This design comes from an exercise in tuning for small area on the open sky130 flow, not from production work. The RTL was checked by simulation tests, not by an equivalence proof against the original design. No activity file was given, so power comes from the tool's default toggle rates.

`flow/design.v`:
```
package tetrisPkg;
    localparam int BoardRows = 20;
    localparam int BoardCols = 10;
    localparam int BoardCells = BoardRows * BoardCols;
    localparam int SpawnCol = 5;
    localparam int SpawnRow = 1;
    localparam int PieceCount = 5;
    localparam logic [1:0] KeyIdle = 2'd0;
    localparam logic [1:0] KeyLeft = 2'd1;
    localparam logic [1:0] KeyRight = 2'd2;
    localparam logic [1:0] KeyRotate = 2'd3;
    localparam logic [1:0] MoveLeft = 2'd0;
    localparam logic [1:0] MoveRight = 2'd1;
    localparam logic [1:0] MoveRotate = 2'd2;
    localparam logic [1:0] MoveDrop = 2'd3;
    function automatic logic [15:0] pieceGrid(input logic [2:0] next, input logic [1:0] rot);
        case ({next, rot})
            5'd0: pieceGrid = 16'h06c0;
            5'd1: pieceGrid = 16'h4620;
            5'd2: pieceGrid = 16'h06c0;
            5'd3: pieceGrid = 16'h4620;
            5'd4: pieceGrid = 16'h0f00;
            5'd5: pieceGrid = 16'h4444;
            5'd6: pieceGrid = 16'h0f00;
            5'd7: pieceGrid = 16'h4444;
            5'd8: pieceGrid = 16'h0cc0;
            5'd9: pieceGrid = 16'h0cc0;
            5'd10: pieceGrid = 16'h0cc0;
            5'd11: pieceGrid = 16'h0cc0;
            5'd12: pieceGrid = 16'h0e40;
            5'd13: pieceGrid = 16'h4c40;
            5'd14: pieceGrid = 16'h4e00;
            5'd15: pieceGrid = 16'h4640;
            5'd16: pieceGrid = 16'h0e80;
            5'd17: pieceGrid = 16'hc440;
            5'd18: pieceGrid = 16'h2e00;
            5'd19: pieceGrid = 16'h4460;
            default: pieceGrid = 16'h0000;
        endcase
    endfunction
    function automatic logic [5:0] pieceCell(input logic [2:0] next, input logic [1:0] rot, input logic [1:0] i);
        case ({next, rot, i})
            7'd0: pieceCell = 6'o00;
            7'd1: pieceCell = 6'o70;
            7'd2: pieceCell = 6'o71;
            7'd3: pieceCell = 6'o07;
            7'd4: pieceCell = 6'o00;
            7'd5: pieceCell = 6'o77;
            7'd6: pieceCell = 6'o07;
            7'd7: pieceCell = 6'o10;
            7'd8: pieceCell = 6'o00;
            7'd9: pieceCell = 6'o70;
            7'd10: pieceCell = 6'o71;
            7'd11: pieceCell = 6'o07;
            7'd12: pieceCell = 6'o00;
            7'd13: pieceCell = 6'o77;
            7'd14: pieceCell = 6'o07;
            7'd15: pieceCell = 6'o10;
            7'd16: pieceCell = 6'o00;
            7'd17: pieceCell = 6'o06;
            7'd18: pieceCell = 6'o07;
            7'd19: pieceCell = 6'o01;
            7'd20: pieceCell = 6'o00;
            7'd21: pieceCell = 6'o60;
            7'd22: pieceCell = 6'o70;
            7'd23: pieceCell = 6'o10;
            7'd24: pieceCell = 6'o00;
            7'd25: pieceCell = 6'o06;
            7'd26: pieceCell = 6'o07;
            7'd27: pieceCell = 6'o01;
            7'd28: pieceCell = 6'o00;
            7'd29: pieceCell = 6'o60;
            7'd30: pieceCell = 6'o70;
            7'd31: pieceCell = 6'o10;
            7'd32: pieceCell = 6'o00;
            7'd33: pieceCell = 6'o70;
            7'd34: pieceCell = 6'o71;
            7'd35: pieceCell = 6'o01;
            7'd36: pieceCell = 6'o00;
            7'd37: pieceCell = 6'o70;
            7'd38: pieceCell = 6'o71;
            7'd39: pieceCell = 6'o01;
            7'd40: pieceCell = 6'o00;
            7'd41: pieceCell = 6'o70;
            7'd42: pieceCell = 6'o71;
            7'd43: pieceCell = 6'o01;
            7'd44: pieceCell = 6'o00;
            7'd45: pieceCell = 6'o70;
            7'd46: pieceCell = 6'o71;
            7'd47: pieceCell = 6'o01;
            7'd48: pieceCell = 6'o00;
            7'd49: pieceCell = 6'o70;
            7'd50: pieceCell = 6'o07;
            7'd51: pieceCell = 6'o01;
            7'd52: pieceCell = 6'o00;
            7'd53: pieceCell = 6'o70;
            7'd54: pieceCell = 6'o01;
            7'd55: pieceCell = 6'o10;
            7'd56: pieceCell = 6'o00;
            7'd57: pieceCell = 6'o10;
            7'd58: pieceCell = 6'o07;
            7'd59: pieceCell = 6'o01;
            7'd60: pieceCell = 6'o00;
            7'd61: pieceCell = 6'o10;
            7'd62: pieceCell = 6'o07;
            7'd63: pieceCell = 6'o70;
            7'd64: pieceCell = 6'o00;
            7'd65: pieceCell = 6'o71;
            7'd66: pieceCell = 6'o07;
            7'd67: pieceCell = 6'o01;
            7'd68: pieceCell = 6'o00;
            7'd69: pieceCell = 6'o70;
            7'd70: pieceCell = 6'o10;
            7'd71: pieceCell = 6'o11;
            7'd72: pieceCell = 6'o00;
            7'd73: pieceCell = 6'o17;
            7'd74: pieceCell = 6'o07;
            7'd75: pieceCell = 6'o01;
            7'd76: pieceCell = 6'o00;
            7'd77: pieceCell = 6'o70;
            7'd78: pieceCell = 6'o10;
            7'd79: pieceCell = 6'o77;
            default: pieceCell = 6'o00;
        endcase
    endfunction
endpackage
`timescale 1ns/10ps
module moveRequest #(
    parameter int TickCycles = 16
) (
    input  logic        clk,
    input  logic        rstReg,
    input  logic [1:0]  keyboardSignal,
    output logic [1:0]  kind,
    output logic [1:0]  busy
);
    localparam int CountWidth = (TickCycles > 1) ? $clog2(TickCycles) : 1;
    localparam int Gap = 3;
    logic [1:0] prevKey;
    logic [CountWidth-1:0] tickCount;
    logic [1:0] busyCount;
    logic keyPending;
    logic dropPending;
    logic [1:0] pendKind;
    logic [1:0] kindReg;
    logic [1:0] keyKind;
    logic keyEvent;
    logic tick;
    assign keyEvent = (keyboardSignal != tetrisPkg::KeyIdle) && (keyboardSignal != prevKey);
    assign tick = (tickCount == CountWidth'(TickCycles - 1));
    always_comb begin
        case (keyboardSignal)
            tetrisPkg::KeyLeft: keyKind = tetrisPkg::MoveLeft;
            tetrisPkg::KeyRight: keyKind = tetrisPkg::MoveRight;
            default: keyKind = tetrisPkg::MoveRotate;
        endcase
    end
    assign kind = (busyCount != 0) ? kindReg : (keyPending ? pendKind : tetrisPkg::MoveDrop);
    assign busy = busyCount;
    always_ff @(posedge clk) begin
        if (busyCount == 0) begin
            kindReg <= kind;
        end
    end
    always_ff @(posedge clk) begin
        if (rstReg) begin
            prevKey <= tetrisPkg::KeyIdle;
            tickCount <= '0;
            busyCount <= '0;
            keyPending <= 1'b0;
            dropPending <= 1'b0;
            pendKind <= tetrisPkg::MoveLeft;
        end else begin
            prevKey <= keyboardSignal;
            tickCount <= tick ? '0 : tickCount + 1'b1;
            if (busyCount != 0) begin
                busyCount <= busyCount - 1'b1;
            end else if (keyPending) begin
                keyPending <= 1'b0;
                busyCount <= 2'(Gap);
            end else if (dropPending) begin
                dropPending <= 1'b0;
                busyCount <= 2'(Gap);
            end
            if (keyEvent) begin
                keyPending <= 1'b1;
                pendKind <= keyKind;
            end
            if (tick) begin
                dropPending <= 1'b1;
            end
        end
    end
endmodule
`timescale 1ns/10ps
module collisionCheck (
    input  logic         clk,
    input  logic [1:0]   kind,
    input  logic [1:0]   busy,
    input  logic [2:0]   next,
    input  logic [1:0]   rot,
    input  logic [4:0]   row,
    input  logic [3:0]   col,
    input  logic [199:0] settled,
    output logic         blocked
);
    logic [5:0] off;
    logic [1:0] rotN;
    logic [2:0] dRow;
    logic [2:0] dCol;
    logic [5:0] cellRow;
    logic [4:0] cellCol;
    logic [4:0] rowHi;
    logic [3:0] rowLo;
    logic [2:0] colHi;
    logic [3:0] colLo;
    logic [19:0] rowHot;
    logic [9:0] colHot;
    logic [9:0] rowBits;
    logic [6:0] grp;
    logic [3:0] cgrp;
    logic cellBlocked;
    logic acc;
    always_comb begin
        rotN = (kind == tetrisPkg::MoveRotate) ? rot + 2'd1 : rot;
        off = tetrisPkg::pieceCell(next, rotN, busy);
        dRow = off[5:3] + {2'b00, kind == tetrisPkg::MoveDrop};
        dCol = off[2:0];
        if (kind == tetrisPkg::MoveLeft) dCol = off[2:0] - 3'd1;
        if (kind == tetrisPkg::MoveRight) dCol = off[2:0] + 3'd1;
        cellRow = {1'b0, row} + {{3{dRow[2]}}, dRow};
        cellCol = {1'b0, col} + {{2{dCol[2]}}, dCol};
        for (int h = 0; h < 5; h++) rowHi[h] = (cellRow[5:2] == 4'(h));
        for (int l = 0; l < 4; l++) rowLo[l] = (cellRow[1:0] == 2'(l));
        for (int h = 0; h < 3; h++) colHi[h] = (cellCol[4:2] == 3'(h));
        for (int l = 0; l < 4; l++) colLo[l] = (cellCol[1:0] == 2'(l));
        for (int r = 0; r < 20; r++) rowHot[r] = rowHi[r / 4] & rowLo[r % 4];
        for (int c = 0; c < 10; c++) colHot[c] = colHi[c / 4] & colLo[c % 4];
        for (int c = 0; c < 10; c++) begin
            for (int g = 0; g < 7; g++) begin
                grp[g] = 1'b0;
                for (int r = 3 * g; r < 3 * g + 3 && r < 20; r++) grp[g] = grp[g] | (rowHot[r] & settled[10*r + c]);
            end
            rowBits[c] = |grp;
        end
        for (int g = 0; g < 4; g++) begin
            cgrp[g] = 1'b0;
            for (int c = 3 * g; c < 3 * g + 3 && c < 10; c++) cgrp[g] = cgrp[g] | (colHot[c] & rowBits[c]);
        end
        cellBlocked = ~(|rowHot) | ~(|colHot) | (|cgrp);
    end
    always_ff @(posedge clk) begin
        acc <= (busy == 2'd0) ? cellBlocked : (acc | cellBlocked);
    end
    assign blocked = acc | cellBlocked;
endmodule
`timescale 1ns/10ps
module pieceMask (
    input  logic [2:0]  next,
    input  logic [1:0]  rot,
    input  logic [4:0]  row,
    input  logic [3:0]  col,
    output logic [19:0] inRange,
    output logic [39:0] rowMask
);
    logic [15:0] grid;
    logic [15:0] gridRows;
    logic [3:0] colLo;
    logic [2:0] colHi;
    logic [9:0] colEq;
    logic [4:0] rowHi;
    logic [3:0] rowLo;
    logic [19:0] rowEq;
    assign grid = tetrisPkg::pieceGrid(next, rot);
    always_comb begin
        for (int k = 0; k < 4; k++) begin
            case (row[1:0])
                2'd0: gridRows[4*k +: 4] = grid[4*((k + 2) % 4) +: 4];
                2'd1: gridRows[4*k +: 4] = grid[4*((k + 1) % 4) +: 4];
                2'd2: gridRows[4*k +: 4] = grid[4*((k + 0) % 4) +: 4];
                default: gridRows[4*k +: 4] = grid[4*((k + 3) % 4) +: 4];
            endcase
        end
        for (int l = 0; l < 4; l++) colLo[l] = (col[1:0] == 2'(l));
        for (int h = 0; h < 3; h++) colHi[h] = (col[3:2] == 2'(h));
        for (int c = 0; c < 10; c++) colEq[c] = colHi[c / 4] & colLo[c % 4];
        for (int k = 0; k < 4; k++) begin
            for (int c = 0; c < 10; c++) begin
                rowMask[10*k + c] = 1'b0;
                for (int j = 0; j < 4; j++) begin
                    if (c + 2 - j >= 0 && c + 2 - j < 10) begin
                        rowMask[10*k + c] = rowMask[10*k + c] | (gridRows[4*k + j] & colEq[c + 2 - j]);
                    end
                end
            end
        end
        for (int l = 0; l < 4; l++) rowLo[l] = (row[1:0] == 2'(l));
        for (int h = 0; h < 5; h++) rowHi[h] = (row[4:2] == 3'(h));
        for (int r = 0; r < 20; r++) rowEq[r] = rowHi[r / 4] & rowLo[r % 4];
        for (int r = 0; r < 20; r++) begin
            inRange[r] = 1'b0;
            for (int v = r - 1; v <= r + 2; v++) if (v >= 0 && v < 20) inRange[r] = inRange[r] | rowEq[v];
        end
    end
endmodule
module rowClear (
    input  logic         rstReg,
    input  logic         lock,
    input  logic [199:0] merged,
    output logic [99:0]  take,
    output logic         keep,
    output logic [2:0]   clearedRows
);
    logic [19:0] full;
    logic [20:0] atLeast [4];
    logic doLock;
    assign doLock = !rstReg && lock;
    always_comb begin
        for (int r = 0; r < 20; r++) begin
            full[r] = &merged[10*r +: 10];
        end
        for (int j = 0; j < 4; j++) begin
            atLeast[j][20] = 1'b0;
        end
        for (int q = 19; q >= 0; q--) begin
            atLeast[0][q] = atLeast[0][q+1] | full[q];
            for (int j = 1; j < 4; j++) begin
                atLeast[j][q] = atLeast[j][q+1] | (full[q] & atLeast[j-1][q+1]);
            end
        end
        for (int k = 0; k < 5; k++) begin
            for (int r = 0; r < 20; r++) begin
                if (r - k >= 0) begin
                    take[20*k + r] = doLock && (k == 0 || atLeast[k-1][r-k+1])
                                   && (k == 4 || !atLeast[k][r-k]);
                end else begin
                    take[20*k + r] = 1'b0;
                end
            end
        end
        keep = !rstReg && !lock;
        clearedRows = atLeast[3][0] ? 3'd4 : atLeast[2][0] ? 3'd3 : atLeast[1][0] ? 3'd2
                    : atLeast[0][0] ? 3'd1 : 3'd0;
    end
endmodule
module settledCell #(
    parameter int Sources = 5
) (
    input  logic               clk,
    input  logic               keep,
    input  logic [Sources-1:0] take,
    input  logic [Sources-1:0] src,
    input  logic               pieceRow,
    input  logic               pieceCol,
    output logic               settled,
    output logic               object
);
    logic [5:0] term;
    logic nextValue;
    assign object = settled | (pieceRow & pieceCol);
    always_comb begin
        term = '0;
        term[0] = keep & settled;
        term[1] = take[0] & object;
        for (int k = 1; k < Sources; k++) begin
            term[k + 1] = take[k] & src[k];
        end
        nextValue = ~(~(term[0] | term[1] | term[2]) & ~(term[3] | term[4] | term[5]));
    end
    always_ff @(posedge clk) begin
        settled <= nextValue;
    end
endmodule
module settledStore (
    input  logic         clk,
    input  logic [99:0]  take,
    input  logic         keep,
    input  logic [19:0]  inRange,
    input  logic [39:0]  rowMask,
    output logic [199:0] settled,
    output logic [199:0] objects
);
    for (genvar r = 0; r < 20; r++) begin : rows
        localparam int Sources = (r < 4) ? r + 1 : 5;
        for (genvar c = 0; c < 10; c++) begin : cols
            logic [Sources-1:0] take_;
            logic [Sources-1:0] src;
            assign src[0] = 1'b0;
            for (genvar k = 0; k < Sources; k++) begin : srcs
                assign take_[k] = take[20*k + r];
            end
            for (genvar k = 1; k < Sources; k++) begin : above
                assign src[k] = objects[10*(r-k) + c];
            end
            settledCell #(
                .Sources(Sources)
            ) store (
                .clk     (clk),
                .keep    (keep),
                .take    (take_),
                .src     (src),
                .pieceRow(inRange[r]),
                .pieceCol(rowMask[10*(r % 4) + c]),
                .settled (settled[10*r + c]),
                .object  (objects[10*r + c])
            );
        end
    end
endmodule
module boardStore (
    input  logic         clk,
    input  logic         rstReg,
    input  logic         commit,
    input  logic [1:0]   kind,
    input  logic         blocked,
    output logic [1:0]   rot,
    output logic [4:0]   row,
    output logic [3:0]   col,
    output logic [199:0] settled,
    output logic [6:0]   score,
    output logic [2:0]   nextBlock,
    output logic [199:0] objects
);
    logic [4:0] rowReg;
    logic [3:0] colReg;
    logic [1:0] rotReg;
    logic [2:0] nextReg;
    logic [6:0] scoreReg;
    logic lock;
    logic accept;
    logic [19:0] inRange;
    logic [39:0] rowMask;
    logic [99:0] take;
    logic keep;
    logic [2:0] clearedRows;
    logic [6:0] scoreGain;
    assign rot = rotReg;
    assign row = rowReg;
    assign col = colReg;
    assign lock = commit && blocked && (kind == tetrisPkg::MoveDrop);
    assign accept = commit && !blocked;
    pieceMask maskUnit (
        .next   (nextReg),
        .rot    (rotReg),
        .row    (rowReg),
        .col    (colReg),
        .inRange(inRange),
        .rowMask(rowMask)
    );
    rowClear clearUnit (
        .rstReg     (rstReg),
        .lock       (lock),
        .merged     (objects),
        .take       (take),
        .keep       (keep),
        .clearedRows(clearedRows)
    );
    settledStore cells (
        .clk    (clk),
        .take   (take),
        .keep   (keep),
        .inRange(inRange),
        .rowMask(rowMask),
        .settled(settled),
        .objects(objects)
    );
    assign scoreGain = 7'd1 + 7'd10 * 7'(clearedRows);
    always_ff @(posedge clk) begin
        if (rstReg) begin
            rowReg <= 5'(tetrisPkg::SpawnRow);
            colReg <= 4'(tetrisPkg::SpawnCol);
            rotReg <= 2'd0;
            scoreReg <= '0;
            nextReg <= 3'd1;
        end else if (lock) begin
            scoreReg <= scoreReg + scoreGain;
            rowReg <= 5'(tetrisPkg::SpawnRow);
            colReg <= 4'(tetrisPkg::SpawnCol);
            rotReg <= 2'd0;
            nextReg <= (nextReg == 3'(tetrisPkg::PieceCount - 1)) ? 3'd0 : nextReg + 1'b1;
        end else if (accept) begin
            case (kind)
                tetrisPkg::MoveLeft: colReg <= colReg - 1'b1;
                tetrisPkg::MoveRight: colReg <= colReg + 1'b1;
                tetrisPkg::MoveRotate: rotReg <= rotReg + 1'b1;
                default: rowReg <= rowReg + 1'b1;
            endcase
        end
    end
    assign score = scoreReg;
    assign nextBlock = nextReg;
endmodule
`timescale 1ns/10ps
module gameControl #(
    parameter int TickCycles = 16
) (
    input  logic         clk,
    input  logic         rstReg,
    input  logic [1:0]   keyboardSignal,
    output logic [6:0]   score,
    output logic [2:0]   nextBlock,
    output logic [199:0] objects
);
    logic [1:0] kind;
    logic [1:0] busy;
    logic blocked;
    logic [1:0] rot;
    logic [4:0] row;
    logic [3:0] col;
    logic [199:0] settled;
    moveRequest #(
        .TickCycles(TickCycles)
    ) requestStage (
        .clk           (clk),
        .rstReg        (rstReg),
        .keyboardSignal(keyboardSignal),
        .kind          (kind),
        .busy          (busy)
    );
    collisionCheck checkStage (
        .clk    (clk),
        .kind   (kind),
        .busy   (busy),
        .next   (nextBlock),
        .rot    (rot),
        .row    (row),
        .col    (col),
        .settled(settled),
        .blocked(blocked)
    );
    boardStore storeStage (
        .clk      (clk),
        .rstReg   (rstReg),
        .commit   (busy == 2'd1),
        .kind     (kind),
        .blocked  (blocked),
        .rot      (rot),
        .row      (row),
        .col      (col),
        .settled  (settled),
        .score    (score),
        .nextBlock(nextBlock),
        .objects  (objects)
    );
endmodule
```
`flow/flow/run.sh`:
```
#!/bin/bash
set -euo pipefail
here=$(pwd)
rm -rf scripts
mkdir scripts
for f in "$FLOW_HOME"/scripts/*; do
    ln -s "$f" scripts/
done
rm scripts/abc_area.script
cp flow/abc_area.script scripts/abc_area.script
export SCRIPTS_DIR="$here/scripts"
export ADDER_MAP_FILE=
export BUFFER_PORTS_ARGS="-buffer_cell sky130_fd_sc_hd__buf_1"
export CTS_ARGS="-sink_clustering_enable -repair_clock_nets -buf_list sky130_fd_sc_hd__clkbuf_4 -sink_clustering_size 6 -sink_clustering_max_diameter 50 -dont_use_dummy_load"
bash standard.sh > standard.log 2>&1
```
`flow/flow/abc_area.script`:
```
strash
&get -n
&st
&deepsyn -I 4 -J 100
&dch -f
&nf -R 1000
&put
```
`flow/standard.sh`:
```
#!/bin/bash
# synth_recipe.tcl (not shown) runs the flow's synth.tcl, then flattens the netlist and writes it again
# the make line also repeats each setting of config.mk as NAME=value (left out here)
make -C /OpenROAD-flow-scripts/flow DESIGN_CONFIG=/design/flow/config.mk WORK_HOME=/design/flow/orfs CLKGATE_MAP_FILE= SYNTH_SCRIPT=/design/flow/synth_recipe.tcl "${@:-finish}"
```
`flow/config.mk`:
```
export PLATFORM = sky130hd
export DESIGN_NAME = gameControl
export DESIGN_NICKNAME = gameControl
export VERILOG_FILES = /design/flow/design.v
export SDC_FILE = /design/flow/constraint.sdc
export NUM_CORES = 8
export LEC_CHECK = 0
export ABC_AREA = 1
export CAP_MARGIN = 20
export CORE_MARGIN = 2
export CORE_UTILIZATION = 40
export CTS_BUF_LIST = sky130_fd_sc_hd__clkbuf_4
export CTS_CLUSTER_DIAMETER = 50
export CTS_CLUSTER_SIZE = 6
export GPL_TIMING_DRIVEN = 0
export SLEW_MARGIN = 20
export SYNTH_HIERARCHICAL = 1
export SYNTH_MINIMUM_KEEP_SIZE = 0
```
`flow/constraint.sdc`:
```
create_clock -name core_clock -period 22.0 [get_ports {clk}]
set_input_delay 4.4000 -clock core_clock [delete_from_list [all_inputs] [get_ports {clk}]]
set_output_delay 4.4000 -clock core_clock [all_outputs]
set_load 0.01 [all_outputs]
```
==> run_results.csv, run 1 <==
group,metric,value,unit
run_status,status,"no timing/DRC/antenna violations",
sta,drv_slew,0,
worst_setup_path,rr_worst_depth,50,
drt,drc,0,
place,place_congestion,1.03,
floorplan,dieArea,0.0403,mm²
worst_setup_path,start_kind,"flip-flop",
cells_and_area,syn2layout_area_growth,14.9,%
worst_setup_path,cp_common_cell,"nand2_1",
cells_and_area,multi_input_area,0.0108,mm²
worst_setup_path,crit_start,"storeStage.nextReg[0]",
pwr,pwr-share-comb,0.398,
worst_setup_path,crit_cells,50,
floorplan,initial_core_util,0.403,
worst_setup_path,r2r_end,"storeStage.scoreReg[6]",
clock_network,clk_latency,0.82,ns
job,cap_violations,0,
floorplan,die-width,201,µm
place,place_area,0.0174,mm²
worst_setup_path,cp-endpoint,"storeStage.scoreReg[6]",
clock_network,tritoncts,"done",
worst_setup_path,path_class,"reg -> reg",
cells_and_area,nFillCells,3934,
floorplan,ioPinCount,214,
clock_network,cts_sinks,236,
worst_setup_path,critPathCaptureType,"flip-flop",
cells_and_area,fin_area,0.0178,mm²
synth,syn_inst,1857,
clock_network,numCtsBuffers,47,
clock_network,clockBufferDepth,3,
sta,hold_violations,0,
floorplan,rows,72,
clock_network,cts_setup_buffers,0,
drt,avgViaCountPerCell,7.99,
worst_hold_path,hp-class,"reg -> reg",
worst_setup_path,critPathTopFamily,"compound AO/OA/AOI/OAI gates",
sta,worstMarginPinSlew,1.29,ns
floorplan,chipHeight,201,µm
worst_setup_path,critical_path.max_stage_delay,0.71,ns
synth,yosysWarnings,17,
sta,fmax,0.0786,GHz
place,dp_hpwl,68.5,mm
pwr,vdd_drop_max,0.0368,mV
clock_network,h-tree-depth,2,
synth,synth_area,0.0155,mm²
cells_and_area,layout-drive-gt1-share,0.0529,
floorplan,core-area,0.0384,mm²
drt,wl_per_cell,36.1,µm
worst_setup_path,cp_slowest_cell,"dfxtp_1",
pwr,p_leak,8.01,nW
pwr,powerDensity,68.6,mW/mm²
drt,drt_iter0_drc,6630,
sta,whs,0.460,ns
drt,firstDrtPassIters,15,
global_route,grt_overflow,0,
pwr,clock_power_share,0.227,
sta,rsz0062_at_grt,"no",
clock_network,clk_pin_slew_worst_paths,0.07,ns
worst_setup_path,arrival,13.34,ns
cells_and_area,finalNetCount,2141,
cells_and_area,ff_latch_area,0.00474,mm²
synth,syn_nets,1861,
sta,slew_headroom,0.137,
worst_setup_path,crit_fanout,18,
clock_network,ctsHoldBuffers,0,
worst_setup_path,r2r-start,"storeStage.nextReg[0]",
global_route,antenna_found_initial,3,
sta,tns,0,ns
global_route,grt_pass1_vias,19120,
pwr,seq_power_share,0.375,
synth,syn_area_per_cell,8.33,µm²
worst_setup_path,worst-path-buf-inv,4,
pwr,p_int,653,µW
sta,period_needed,12.72,ns
drt,drt-total-wl,96.0,mm
pwr,netSwitchingPower,567,µW
pwr,swShare,0.465,
clock_network,cts_resized,0,
drt,antenna_left,0,
global_route,grt_max_degree,35,
sta,period_share,0.578,
global_route,grt_pass1_wl,136,mm
global_route,grt_usage,0.453,
clock_network,cts_root_buf,"clkbuf_4",
worst_setup_path,crit_required,22.62,ns
sta,finalSetupViolations,0,
worst_setup_path,r2r_slack,9.28,ns
sta,fin_skew,0.114,ns
place,port_buffers,213,
drt,vias,21223,
power groups by stage:
stage	sequential, mW	clock (mW)	combinational [mW]
after floorplan	0.461	0	0.250
after global placement	0.467	0	0.422
after detailed placement	0.467	0	0.451
after CTS	0.457	0.274	0.453
after global routing	0.460	0.291	0.498
final	0.458	0.277	0.486
stage by stage:
stage / worst slack (ns) / utilization / cells / power [mW]
after floorplan: 9.20 / - / 1857 / 0.711
after global placement: 2.49 / 0.441 / 2588 / 0.888
after detailed placement: 9.83 / 0.452 / 2605 / 0.918
after CTS: 9.78 / 0.462 / 2652 / 1.18
after global routing: 8.25 / 0.463 / 2654 / 1.25
final: 9.28 / 0.464 / 2657 / 1.22
state kept, by name, indices dropped and copies added, names as in the netlist, 3 cells and up:
register and cells:
storeStage.cells.rows.cols.store.settled 200, storeStage.nextReg 3, requestStage.tickCount 4, storeStage.colReg 4, storeStage.rowReg 5, storeStage.scoreReg 7
how the worst min path moves through the flow:
stage	from	cells after the start	to	slack, ns
floorplan	requestStage.tickCount[3]	1	requestStage.tickCount[3]	0.42
global placement	requestStage.tickCount[3]	1	requestStage.tickCount[3]	0.44
detailed placement	requestStage.tickCount[3]	1	requestStage.tickCount[3]	0.44
CTS	requestStage.tickCount[3]	1	requestStage.tickCount[3]	0.46
global route	requestStage.tickCount[3]	1	requestStage.tickCount[3]	0.46
finish	requestStage.tickCount[3]	1	requestStage.tickCount[3]	0.46
placed cells by master (no fill, tap or decap), types with 16 or more instances in the layout:
cell,count
a222oi_1,384
nand2_1,309
dfxtp_1,234
buf_1,212
a21o_1,205
nor2_1,145
nand4_1,58
a21oi_1,57
clkbuf_4,47
o21ai_0,41
nor3_1,37
clkinv_1,36
a22oi_1,27
nand2b_1,24
a22o_1,22
nor2b_1,19
nand3_1,19
and3_1,19
nor3_2,16
routing by layer:
metal | wire length [µm] | track usage
met4 | 7250 | 0.273
met3 | 15400 | 0.149
met2 | 38300 | 0.645
met5 | 19 | 0
met1 | 35000 | 0.592
worst reg2reg max path, delay by kind of cell (launching register included):
| family | cells | cell delay [ns] |
|---|---|---|
| flops | 1 | 0.71 |
| mux | 1 | 0.42 |
| fa+ha+maj | 2 | 0.66 |
| simple gates | 21 | 4.58 |
| compound gates | 22 | 5.66 |
| buf+inv | 4 | 0.60 |
area by class of cell:
type                       count  area share
timing repair buffer         231      0.0596
inverter                      36     0.00760
tap                          518      0.0364
sequential                   236       0.267
clock buffer                  47      0.0198
multi-input combinational   1585       0.609
antenna                        4    0.000563
==> run 2: changes to the inputs <==
--- a/flow/design.v
+++ b/flow/design.v
@@ -207,46 +207,28 @@
     logic [5:0] off;
     logic [1:0] rotN;
-    logic [2:0] dRow;
-    logic [2:0] dCol;
-    logic [5:0] cellRow;
-    logic [4:0] cellCol;
-    logic [4:0] rowHi;
-    logic [3:0] rowLo;
-    logic [2:0] colHi;
-    logic [3:0] colLo;
+    logic signed [2:0] dRow, dCol;
+    logic signed [5:0] cellRow;
+    logic signed [4:0] cellCol;
     logic [19:0] rowHot;
     logic [9:0] colHot;
     logic [9:0] rowBits;
-    logic [6:0] grp;
-    logic [3:0] cgrp;
-    logic cellBlocked;
+    logic onBoard, hit, cellBlocked;
     logic acc;
     always_comb begin
         rotN = (kind == tetrisPkg::MoveRotate) ? rot + 2'd1 : rot;
         off = tetrisPkg::pieceCell(next, rotN, busy);
-        dRow = off[5:3] + {2'b00, kind == tetrisPkg::MoveDrop};
-        dCol = off[2:0];
-        if (kind == tetrisPkg::MoveLeft) dCol = off[2:0] - 3'd1;
-        if (kind == tetrisPkg::MoveRight) dCol = off[2:0] + 3'd1;
-        cellRow = {1'b0, row} + {{3{dRow[2]}}, dRow};
-        cellCol = {1'b0, col} + {{2{dCol[2]}}, dCol};
-        for (int h = 0; h < 5; h++) rowHi[h] = (cellRow[5:2] == 4'(h));
-        for (int l = 0; l < 4; l++) rowLo[l] = (cellRow[1:0] == 2'(l));
-        for (int h = 0; h < 3; h++) colHi[h] = (cellCol[4:2] == 3'(h));
-        for (int l = 0; l < 4; l++) colLo[l] = (cellCol[1:0] == 2'(l));
-        for (int r = 0; r < 20; r++) rowHot[r] = rowHi[r / 4] & rowLo[r % 4];
-        for (int c = 0; c < 10; c++) colHot[c] = colHi[c / 4] & colLo[c % 4];
+        dRow = $signed(off[5:3]) + ((kind == tetrisPkg::MoveDrop) ? 3'sd1 : 3'sd0);
+        dCol = $signed(off[2:0]) + ((kind == tetrisPkg::MoveLeft) ? -3'sd1 : (kind == tetrisPkg::MoveRight) ? 3'sd1 : 3'sd0);
+        cellRow = $signed({1'b0, row}) + dRow;
+        cellCol = $signed({1'b0, col}) + dCol;
+        for (int r = 0; r < 20; r++) rowHot[r] = (cellRow == 6'(r));
+        for (int c = 0; c < 10; c++) colHot[c] = (cellCol == 5'(c));
+        onBoard = (cellRow >= 0) && (cellRow < 20) && (cellCol >= 0) && (cellCol < 10);
         for (int c = 0; c < 10; c++) begin
-            for (int g = 0; g < 7; g++) begin
-                grp[g] = 1'b0;
-                for (int r = 3 * g; r < 3 * g + 3 && r < 20; r++) grp[g] = grp[g] | (rowHot[r] & settled[10*r + c]);
-            end
-            rowBits[c] = |grp;
+            rowBits[c] = 1'b0;
+            for (int r = 0; r < 20; r++) rowBits[c] = rowBits[c] | (rowHot[r] & settled[10*r + c]);
         end
-        for (int g = 0; g < 4; g++) begin
-            cgrp[g] = 1'b0;
-            for (int c = 3 * g; c < 3 * g + 3 && c < 10; c++) cgrp[g] = cgrp[g] | (colHot[c] & rowBits[c]);
-        end
-        cellBlocked = ~(|rowHot) | ~(|colHot) | (|cgrp);
+        hit = |(colHot & rowBits);
+        cellBlocked = ~onBoard | hit;
     end
     always_ff @(posedge clk) begin
--- a/flow/flow/run.sh
+++ b/flow/flow/run.sh
@@ -12,4 +12,4 @@
 export ADDER_MAP_FILE=
 export BUFFER_PORTS_ARGS="-buffer_cell sky130_fd_sc_hd__buf_1"
-export CTS_ARGS="-sink_clustering_enable -repair_clock_nets -buf_list sky130_fd_sc_hd__clkbuf_4 -sink_clustering_size 6 -sink_clustering_max_diameter 50 -dont_use_dummy_load"
+export CTS_ARGS="-sink_clustering_enable -repair_clock_nets -buf_list sky130_fd_sc_hd__clkbuf_4 -sink_clustering_size 7 -sink_clustering_max_diameter 50 -dont_use_dummy_load"
 bash standard.sh > standard.log 2>&1
--- a/flow/config.mk
+++ b/flow/config.mk
@@ -7,12 +7,12 @@
 export LEC_CHECK = 0
 export ABC_AREA = 1
-export CAP_MARGIN = 20
+export CAP_MARGIN = 15
 export CORE_MARGIN = 2
 export CORE_UTILIZATION = 40
 export CTS_BUF_LIST = sky130_fd_sc_hd__clkbuf_4
 export CTS_CLUSTER_DIAMETER = 50
-export CTS_CLUSTER_SIZE = 6
+export CTS_CLUSTER_SIZE = 7
 export GPL_TIMING_DRIVEN = 0
-export SLEW_MARGIN = 20
+export SLEW_MARGIN = 15
 export SYNTH_HIERARCHICAL = 1
 export SYNTH_MINIMUM_KEEP_SIZE = 0
==> run 2 against run 1 <==
  * Still clean
  * Sequential power barely moved
  * First-iteration DRC count fell by 5.6%
  * Sequential cell count did not move
  * Hold slack improved by 0.0017 ns
  * Area after synthesis barely moved
  * Global-route usage fell by 0.18 points
  * Maximum frequency rose by 4.2%
  * Clock skew fell by 0.0084 ns
  * Via count barely moved
  * Count of clock-buffer cells in the layout fell by 4
  * Critical path type unchanged
  * Critical endpoint unchanged
  * Largest power group unchanged
  * Highest routed layer is now met4
==> run_results.csv, run 2 <==
group,metric,value,unit
pwr,power,1.19,mW
worst_setup_path,crit_start,"storeStage.nextReg[0]",
cells_and_area,nFillCells,3965,
drt,drt_iter0_drc,6258,
synth,syn_area_per_cell,8.29,µm²
global_route,grt_usage,0.451,
clock_network,cts_resized,0,
sta,period_share,0.555,
pwr,netSwitchingPower,542,µW
place,dp_hpwl,67.6,mm
cells_and_area,layout-drive-gt1-share,0.0457,
worst_setup_path,crit_required,22.64,ns
clock_network,clk_pin_slew_worst_paths,0.09,ns
worst_setup_path,critPathCaptureType,"flip-flop",
clock_network,cts_setup_buffers,0,
floorplan,ioPinCount,214,
drt,drc,0,
synth,syn_nets,1872,
clock_network,h-tree-depth,2,
worst_setup_path,start_kind,"flip-flop",
worst_setup_path,cp_common_cell,"nand2_1",
floorplan,dieArea,0.0403,mm²
drt,drt-total-wl,95.0,mm
cells_and_area,syn2layout_area_growth,14.4,%
floorplan,core-area,0.0384,mm²
global_route,grt_pass1_vias,19459,
worst_hold_path,hp-class,"reg -> reg",
sta,slew_headroom,0.0348,
global_route,antenna_found_initial,4,
worst_hold_path,whs_path_depth,1,
sta,hold_violations,0,
drt,vias,21206,
place,port_buffers,213,
sta,drv_slew,0,
worst_hold_path,hp-start,"requestStage.tickCount[3]",
worst_setup_path,rr_worst_depth,49,
synth,syn_inst,1868,
worst_setup_path,cp_slowest_cell,"dfxtp_1",
pwr,vdd_drop_max,0.0302,mV
worst_setup_path,critical_path.max_stage_delay,0.77,ns
floorplan,die-width,201,µm
cells_and_area,largest_reg_flops,200,
clock_network,clockBufferDepth,3,
cells_and_area,reg_top3,"storeStage.cells.rows.cols.store.settled x200, storeStage.scoreReg x7, storeStage.rowReg x5",
sta,tns,0,ns
floorplan,initial_core_util,0.403,
clock_network,cts_root_buf,"clkbuf_4",
cells_and_area,layout_common_cells,"378 x a222oi_1, 311 x nand2_1, 234 x dfxtp_1",
drt,firstDrtPassIters,17,
pwr,p_leak,7.95,nW
pwr,powerDensity,67.2,mW/mm²
drt,antenna_left,0,
pwr,swShare,0.455,
clock_network,numCtsBuffers,43,
cells_and_area,finalNetCount,2152,
cells_and_area,regMostFlops,"storeStage.cells.rows.cols.store.settled",
sta,fmax,0.0819,GHz
sta,worstMarginPinSlew,1.44,ns
worst_setup_path,arrival,12.85,ns
sta,finalSetupViolations,0,
place,place_area,0.0173,mm²
clock_network,clk_latency,0.81,ns
worst_setup_path,path_class,"reg -> reg",
global_route,grt_max_degree,38,
synth,yosysWarnings,17,
pwr,pwr-share-comb,0.392,
place,place_congestion,1.02,
clock_network,tritoncts,"done",
sta,fin_skew,0.106,ns
global_route,grt_overflow,0,
pwr,p_int,648,µW
pwr,seq_power_share,0.385,
job,cap_violations,0,
pwr,clock_power_share,0.223,
worst_setup_path,r2r-start,"storeStage.nextReg[0]",
drt,wl_per_cell,35.6,µm
run_status,status,"no timing/DRC/antenna violations",
sta,rsz0062_at_grt,"no",
synth,synth_area,0.0155,mm²
sta,period_needed,12.21,ns
global_route,grt_pass1_wl,135,mm
cells_and_area,fin_area,0.0177,mm²
floorplan,rows,72,
cells_and_area,final_common_cell,"a222oi_1",
clock_network,cts_sinks,236,
clock_network,ctsHoldBuffers,0,
worst_setup_path,crit_fanout,21,
cells_and_area,post-route-util,0.461,
drt,avgViaCountPerCell,7.95,
floorplan,chipHeight,201,µm
[run 2: cell count changes in the layout (fill, tap and decap cells not counted), sizes merged, moves of 6 or more]
cell / change
a22o: -7
a222oi: -6
o21ai: +8
a22oi: +19
nand3: +10
nor2b: -6
[run 2: cell type report]
cell class | instances | area, µm² | area share
Sequential cell | 236 | 4740 | 0.268
Timing Repair Buffer | 235 | 1090 | 0.0614
Clock buffer | 43 | 323 | 0.0182
Antenna cell | 3 | 7.51 | 0.000424
Tap cell | 518 | 648 | 0.0366
Multi-Input combinational cell | 1597 | 10800 | 0.608
Inverter | 35 | 131 | 0.00742
[run 2: critical path: cells and delay by family (launching register included)]
family          cells  cell delay, ns
compound gates     21            5.97
simple gates       23            4.57
flops               1            0.77
xor+xnor            2            0.50
buf+inv             3            0.27
[run 2: stage by stage]
step	hold slack [ns]	worst slack, ns	instances
after floorplan	0.422	9.60	1868
after global placement	0.432	2.87	2599
after detailed placement	0.443	10.38	2618
after CTS	0.459	10.37	2661
after global routing	0.498	8.98	2666
final	0.462	9.79	2667
[run 2: power groups by stage]
stage               Clock (mW)  Combinational (mW)  Sequential [mW]
finish                   0.265               0.466            0.458
global route             0.282               0.481            0.460
CTS                      0.264               0.438            0.458
detailed placement           0               0.436            0.468
global placement             0               0.412            0.467
floorplan                    0               0.255            0.461
[run 2: path summary, 6_finish.rpt]
kind / to / slack [ns]
worst min-delay path: requestStage.tickCount[3] / 0.46
worst max register to register: storeStage.scoreReg[6] / 9.79
worst min register to register: requestStage.tickCount[3] / 0.46
worst max-delay path: storeStage.scoreReg[6] / 9.79
[run 2: routing by layer]
| metal | wire (µm) | track usage |
|---|---|---|
| met1 | 34100 | 0.561 |
| met2 | 37600 | 0.641 |
| met3 | 15300 | 0.174 |
| met4 | 8000 | 0.306 |
| met5 | 0 | 0 |
==> run 3: changes to the inputs <==
--- a/flow/config.mk
+++ b/flow/config.mk
@@ -14,4 +14,5 @@
 export CTS_CLUSTER_SIZE = 7
 export GPL_TIMING_DRIVEN = 0
+export PLACE_DENSITY = 0.75
 export SLEW_MARGIN = 15
 export SYNTH_HIERARCHICAL = 1
==> run 3 against run 2 <==
  * Still clean on timing, DRC and antenna
  * Global-route usage is 1.1 points lower
  * Sequential cell count unchanged
  * Critical path depth is 1 lower
  * Design area hardly changed
  * Hold slack lost 0.0096 ns
  * Largest cell class unchanged
  * Clock skew is 0.016 ns lower
==> run_results.csv, run 3 <==
group,metric,value,unit
run_status,status,"no timing/DRC/antenna violations",
worst_hold_path,hp-class,"reg -> reg",
pwr,vdd_drop_max,0.0405,mV
pwr,powerDensity,67.5,mW/mm²
floorplan,rows,72,
job,cap_violations,0,
drt,firstDrtPassIters,17,
drt,wl_per_cell,35.1,µm
pwr,p_leak,7.96,nW
clock_network,clockBufferDepth,3,
sta,slew_headroom,0.0253,
global_route,grt_pass1_wl,133,mm
clock_network,numCtsBuffers,42,
sta,rsz0062_at_grt,"no",
floorplan,chipHeight,201,µm
worst_setup_path,path_class,"reg -> reg",
floorplan,die-width,201,µm
place,port_buffers,213,
sta,hold_violations,0,
clock_network,clk_pin_slew_worst_paths,0.08,ns
sta,tns,0,ns
place,place_area,0.0173,mm²
clock_network,tritoncts,"done",
worst_setup_path,crit_required,22.72,ns
drt,drt_iter0_drc,7994,
global_route,grt_pass1_vias,19526,
sta,fin_skew,0.0895,ns
sta,fmax,0.0839,GHz
global_route,antenna_found_initial,4,
clock_network,clk_latency,0.84,ns
clock_network,ctsHoldBuffers,0,
drt,avgViaCountPerCell,8.12,
sta,whs,0.452,ns
global_route,grt_usage,0.440,
synth,syn_nets,1872,
cells_and_area,reg_top3,"storeStage.cells.rows.cols.store.settled x200, storeStage.scoreReg x7, storeStage.rowReg x5",
pwr,power,1.20,mW
cells_and_area,largest_reg_flops,200,
clock_network,cts_setup_buffers,0,
global_route,grt_max_degree,36,
cells_and_area,finalNetCount,2153,
global_route,grt_overflow,0,
clock_network,cts_sinks,236,
cells_and_area,final_common_cell,"a222oi_1",
worst_setup_path,critPathCaptureType,"flip-flop",
drt,antenna_left,0,
drt,drc,0,
worst_setup_path,cp_slowest_cell,"nor2_1",
synth,syn_inst,1868,
cells_and_area,layout-drive-gt1-share,0.0419,
cells_and_area,fin_area,0.0177,mm²
cells_and_area,regMostFlops,"storeStage.cells.rows.cols.store.settled",
worst_setup_path,start_kind,"flip-flop",
worst_setup_path,cp_common_cell,"nand2_1",
cells_and_area,layout_common_cells,"378 x a222oi_1, 311 x nand2_1, 234 x dfxtp_1",
synth,syn_area_per_cell,8.29,µm²
synth,yosysWarnings,17,
place,dp_hpwl,66.3,mm
floorplan,initial_core_util,0.403,
sta,period_share,0.542,
drt,drt-total-wl,93.7,mm
clock_network,h-tree-depth,2,
floorplan,ioPinCount,214,
drt,vias,21692,
worst_setup_path,crit_fanout,21,
sta,drv_slew,0,
place,place_congestion,1.06,
floorplan,dieArea,0.0403,mm²
worst_setup_path,critical_path.max_stage_delay,1.08,ns
synth,synth_area,0.0155,mm²
worst_setup_path,arrival,12.64,ns
cells_and_area,syn2layout_area_growth,14.5,%
sta,period_needed,11.92,ns
clock_network,cts_root_buf,"clkbuf_4",
sta,finalSetupViolations,0,
clock_network,cts_resized,0,
floorplan,core-area,0.0384,mm²
sta,worstMarginPinSlew,1.46,ns
run 3: cell types whose count changed in the layout (fill, tap and decap cells not counted), moves of 2 or more:
cell and delta:
buf_2 +2, o21ai_2 -2, nor3_1 +3, buf_12 -2, o21ai_1 +3, nor2_2 -4
buf_16 +3, nor2_1 +4, diode_2 +4, nor3_2 -3
run 3: through the flow:
stage | worst slack, ns | util | std cells
finish | 10.08 | 0.462 | 2672
global route | 8.89 | 0.461 | 2667
CTS | 10.51 | 0.460 | 2662
detailed placement | 10.57 | 0.451 | 2620
global placement | 3.58 | 0.441 | 2599
floorplan | 9.60 | - | 1868
run 3: final timing paths:
check	end	slack, ns	cells after the start	from
setup reg to reg	storeStage.scoreReg[6]	10.08	48	storeStage.nextReg[0]
hold / removal	requestStage.tickCount[3]	0.45	1	requestStage.tickCount[3]
hold reg to reg	requestStage.tickCount[3]	0.45	1	requestStage.tickCount[3]
setup / recovery	storeStage.scoreReg[6]	10.08	48	storeStage.nextReg[0]
run 3: final cells by class:
cell class / instances / area [µm²]
fillers: 3885 / 20700
inverters: 35 / 131
multi-input cells: 1597 / 10700
clock buffers: 42 / 315
repair buffers: 237 / 1130
flip-flops and latches: 236 / 4740
well taps: 518 / 648
diodes: 7 / 17.5
run 3: per-layer routing:
| metal | vias to the layer above | share of wire | track usage |
|---|---|---|---|
| li1 | 8637 | - | - |
| met1 | 10086 | 0.34 | 0.551 |
| met2 | 2319 | 0.39 | 0.624 |
| met3 | 646 | 0.18 | 0.175 |
| met4 | 4 | 0.088 | 0.282 |
| met5 | - | 0.00060 | 0.00714 |
run 3: critical path, delay by kind of cell, from the launching register on:
family,cells,cell delay [ns]
flops,1,0.76
fa+ha+maj,1,0.38
mux,2,0.62
simple gates,24,5.29
buf+inv,2,0.16
compound gates,19,4.61
run 3: where the power goes:
group	switching [mW]	total, mW	internal [mW]
Sequential	0.0211	0.458	0.437
Clock	0.174	0.261	0.0872
Combinational	0.353	0.477	0.124

## static timing again, ports no longer ideal
The results above use ideal ports. As a check the final layouts listed here were re-extracted and re-timed, cells and wires unchanged. Step 1, drivers: a clkbuf_16 drives clk and a buf_2 each remaining input, both assumed. Step 2 also shifts input and output timing later by t, the mid clock arrival at the registers, as if the neighbouring blocks saw the same clock. a / b / c = no drivers / after step 1 / after step 2; a / b = the first two.
run | t, ns | setup slack, ns | worst setup path at the end | latest minus earliest clock arrival (ns)
run 1 | 0.815 | 9.282 / 9.282 / 9.282 | register to register | 0.114 / 0.115
run 2 | 0.813 | 9.795 / 9.795 / 9.795 | register to register | 0.106 / 0.106
run 3 | 0.846 | 10.080 / 10.080 / 10.080 | register to register | 0.090 / 0.089
After both steps every run listed still meets setup and hold.
